Background: an optimization exercise with open tools, aiming at small area, a short achievable clock period and few clock cycles per item. Do not read the settings as production practice.
No activity file was given, so power comes from the tool's default toggle rates.

## job 7897
==> flow/design.v (excerpt) <==
module cubic_joint_trajectory_interpolator (
  input  logic         clk,
  input  logic         rst,
  input  logic         start,
  output logic         busy,
  input  logic [1:0]   item_command,
  input  logic [2:0]   item_joint_select,
  input  logic [31:0]  item_start_position,
  input  logic [31:0]  item_goal_position,
  output logic [2:0]   result_joint_index,
  output logic [26:0]  result_sample_time_us,
  output logic [31:0]  result_position,
  output logic [31:0]  result_velocity,
  output logic [30:0]  result_peak_speed,
  output logic         result_last_joint,
  output logic         result_final_sample,
  output logic         result_valid,
  input  logic         cfg_valid,
  output logic         cfg_ready,
  input  logic [2:0]   cfg_index,
  input  logic [26:0]  cfg_data
);
==> flow/config.mk <==
export PLATFORM = sky130hd
export DESIGN_NAME = cubic_joint_trajectory_interpolator
export DESIGN_NICKNAME = cubic_joint_trajectory_interpolator
export VERILOG_FILES = /design/flow/design.v
export SDC_FILE = /design/flow/constraint.sdc
export NUM_CORES = 4
export LEC_CHECK = 0
export ABC_CLOCK_PERIOD_IN_PS = 4000
export CAP_MARGIN = 20
export CORE_MARGIN = 2
export CORE_UTILIZATION = 40
export SLEW_MARGIN = 20
==> flow/constraint.sdc <==
create_clock -name core_clock -period 12.5 [get_ports {clk}]
set_input_delay 2.5000 -clock core_clock [delete_from_list [all_inputs] [get_ports {clk}]]
set_output_delay 2.5000 -clock core_clock [all_outputs]
set_load 0.01 [all_outputs]
standard.sh (not shown) runs the stock make flow with config.mk's settings and CLKGATE_MAP_FILE= SYNTH_SCRIPT=/design/flow/synth_recipe.tcl, a recipe that flattens the netlist after the stock synthesis.
==> flow/flow/run.sh <==
#!/bin/bash
# Standard synthesis and layout (the standard.sh), with timing repair aimed at a
# setup margin of MARGIN ns below the design's clock period. Full make output goes to
# flow_make.log in the work folder; ORFS's per-step logs stay under orfs/logs/.
set -euo pipefail
MARGIN=$(cat flow/margin.txt)
bash standard.sh SETUP_SLACK_MARGIN="$MARGIN" finish > flow_make.log 2>&1
==> flow/flow/margin.txt <==
8
--- input diff job 7897..job 9486 ---
--- a/flow/design.v
+++ b/flow/design.v
@@ -31,21 +31,21 @@
 );
   logic [24:0] sm_a;
   logic [27:0] sm_b;
   logic        r23, r15;
   logic [52:0] cs_s, cs_c;
   logic [52:0] ms, mc;
   logic        mcin;
   logic [52:0] prod;
   logic [5:0]  sq;    
   logic [2:0]  cq;    
-  logic [24:0] t2_r, t3_r;
+  logic [24:0] t2_r, t3_r, s_tmp, s_new;
   logic [26:0] s3, s2x, sd;
   cjti_mul_sc u_mul (.a(sm_a), .b(sm_b), .r23(r23), .r15(r15), .rs(ms), .rc(mc), .cin(mcin));
   assign prod = cs_s + cs_c;
   assign running = |sq | |cq;
   wire k0 = go_step | cq[2];
   assign run_k0 = k0;
   always_ff @(posedge clk) begin
     cs_s <= ms;
     cs_c <= mc;
     if (rst) begin
@@ -72,30 +72,32 @@
     end else if (sq[1]) begin
       sm_a <= prod[48:24];
     end else if (sq[3]) begin
       sm_a <= sm_b[24:0] - t2_r;
       sm_b <= inv6;
       r23 <= 1'b0;
       r15 <= 1'b1;
     end
     if (sq[1]) t2_r <= prod[48:24];
     if (sq[3]) t3_r <= prod[48:24];
+    if (sq[4]) s_tmp <= s_new;
   end
   assign tau_load = cq[1];
-  assign tau_val = (prod > 53'(cjti_pkg::Q_ONE)) ? cjti_pkg::Q_ONE : prod[24:0];
+  assign tau_val = ((|prod[52:25]) | (prod[24] & (|prod[23:0]))) ? cjti_pkg::Q_ONE : prod[24:0];
   assign x_load = cq[2];
-  assign x_val = (prod >= 53'(1 << 27)) ? 28'(1 << 27) : prod[27:0];
+  assign x_val = (|prod[52:27]) ? 28'(1 << 27) : prod[27:0];
   assign s3 = 27'(t2_r) + 27'({t2_r, 1'b0});
   assign s2x = 27'({t3_r, 1'b0});
   assign sd = s3 - s2x;
   assign p_wr = sq[5];
-  assign s_val = (s2x > s3) ? 25'd0 : (sd > 27'(cjti_pkg::Q_ONE)) ? cjti_pkg::Q_ONE : sd[24:0];
+  assign s_new = (s2x > s3) ? 25'd0 : (sd > 27'(cjti_pkg::Q_ONE)) ? cjti_pkg::Q_ONE : sd[24:0];
+  assign s_val = s_tmp;
   assign g_val = prod[49:16];
 endmodule
 module cjti_mul_pos (
   input  logic [32:0] d,
   input  logic [31:0] st,
   input  logic [24:0] s,
   output logic [31:0] rs,
   output logic [31:0] rc,
   output logic cin
 );
@@ -4692,26 +4694,26 @@
       if (acc_restart) begin
         idx <= '0;
         tau_n <= (tau_step > cjti_pkg::Q_ONE) ? cjti_pkg::Q_ONE : tau_step;
         x_cur <= '0;
         p_s <= '0;
         p_g <= '0;
         pk_clr <= 1'b1;
       end else begin
         if (go) begin
           idx <= idx + 21'd1;
-          x_cur <= (x_sum > 28'(1 << 27)) ? 28'(1 << 27) : x_sum;
+          x_cur <= (x_sum[27] & (|x_sum[26:0])) ? 28'(1 << 27) : x_sum;
           pk_clr <= 1'b0;
         end
         if (x_load) x_cur <= x_val;
         if (tau_load) tau_n <= tau_val;
-        else if (run_k0) tau_n <= (tau_sum > 26'(cjti_pkg::Q_ONE)) ? cjti_pkg::Q_ONE : tau_sum[24:0];
+        else if (run_k0) tau_n <= (tau_sum[25] | (tau_sum[24] & (|tau_sum[23:0]))) ? cjti_pkg::Q_ONE : tau_sum[24:0];
         if (p_wr) begin
           p_s <= s_val;
           p_g <= g_val;
         end
       end
     end
   end
   always_ff @(posedge clk) begin
     if (go) begin
       step_tus <= (x_cur > 28'(duration)) ? duration : x_cur[26:0];
@@ -4767,28 +4769,41 @@
   end
   wire [32:0] pos_w = {f1p_s, 1'b1} + {f1p_c, f1p_ci};
   wire [43:0] x_w = {f1v_s, 1'b1} + {f1v_c, f1v_ci};
   wire [31:0] pos = pos_w[32:1];
   wire [42:0] x = x_w[43:1];
   wire ovp = ~x[42] & (|x[41:31]);
   wire ovn = x[42] & ~(&x[41:31]);
   wire [31:0] vel = ovp ? 32'h7FFF_FFFF : ovn ? 32'h8000_0000 : x[31:0];
   wire spd_sat = ovp | ovn | (x[42] & (x[30:0] == 31'd0));
   wire [30:0] spd = spd_sat ? 31'h7FFF_FFFF : x[42] ? (~x[30:0] + 31'd1) : x[30:0];
-  wire [30:0] pk_base = f1_clr ? 31'd0 : result_peak_speed;
-  wire [30:0] pk_next = (spd > pk_base) ? spd : pk_base;
+  logic        f2_v, f2_clr;
+  logic [2:0]  f2_j;
+  logic [31:0] f2_pos, f2_vel;
+  logic [30:0] f2_spd;
   always_ff @(posedge clk) begin
-    if (f1_v) begin
-      result_joint_index <= f1_j;
-      result_position <= pos;
-      result_velocity <= vel;
+    f2_j <= f1_j;
+    f2_clr <= f1_clr;
+    f2_pos <= pos;
+    f2_vel <= vel;
+    f2_spd <= spd;
+    if (rst) f2_v <= 1'b0;
+    else f2_v <= f1_v;
+  end
+  wire [30:0] pk_base = f2_clr ? 31'd0 : result_peak_speed;
+  wire [30:0] pk_next = (f2_spd > pk_base) ? f2_spd : pk_base;
+  always_ff @(posedge clk) begin
+    result_joint_index <= f2_j;
+    result_position <= f2_pos;
+    result_velocity <= f2_vel;
+    result_last_joint <= (f2_j == 3'd5);
+    if (f2_v) begin
       result_peak_speed <= pk_next;
-      result_last_joint <= (f1_j == 3'd5);
-      if (f1_j == 3'd0) begin
+      if (f2_j == 3'd0) begin
         result_sample_time_us <= step_tus;
         result_final_sample <= step_fin;
       end
     end
     if (rst) result_valid <= 1'b0;
-    else result_valid <= f1_v;
+    else result_valid <= f2_v;
   end
 endmodule
==> comparison <==
- Die size: job 9486 exceeds job 7897
- Total power per unit cell area went up slightly going from job 7897 to job 9486.
- Per the comparison of job 9486 with job 7897, clock power moved up, setup slack of the worst register-to-register path went up by 670 ps, core utilization now smaller, summed area of non-filler cells in the final layout grew by 1.3%.
- In the flow results for job 9486 and job 7897, the number of buffers and inverters on the critical path is larger on job 7897.
- Job 9486 ended up with u_sc.s_tmp[8]$_SDFFCE_PP0P_ as its end point of the critical path; job 7897 ended up with result_peak_speed[23]$_DFFE_PP_.
- Delta (job 9486 minus job 7897): sequential fraction of design power has increased; mux share of post-synthesis cell area increased 0.41 points; power rose 2.6%.
No run of this note included a check of the RTL's function; only the layout flow was run.

[re-timing with driven ports]
In the flow no input, the clock included, has a driving cell. The finished layouts below were timed again as built, in two steps. Step 1 (the two cells are an assumption about what drives the block):
set clk [get_ports {clk}]
set_driving_cell -lib_cell sky130_fd_sc_hd__clkbuf_16 $clk
set_driving_cell -lib_cell sky130_fd_sc_hd__buf_2 [delete_from_list [all_inputs] $clk]
Step 2, shift: input delay + t, output delay - t, t = (earliest + latest rising clock arrival at the registers) / 2. This alone moves slack from input paths to output paths. a / b / c = ideal ports / drivers / drivers and shift; a / b = the first two.
| run | t, ns | setup WS [ns] | worst setup path after step 2 | latest minus earliest clock arrival (ns) | cell pins on the clock port's net |
|---|---|---|---|---|---|
| job 7897 | 0.912 | 6.489 / 6.489 / 6.489 | register to register | 0.114 / 0.114 | 1 |
| job 9486 | 0.948 | 7.159 / 7.159 / 7.159 | register to register | 0.108 / 0.109 | 1 |
After both steps setup and hold are still met in every run listed.
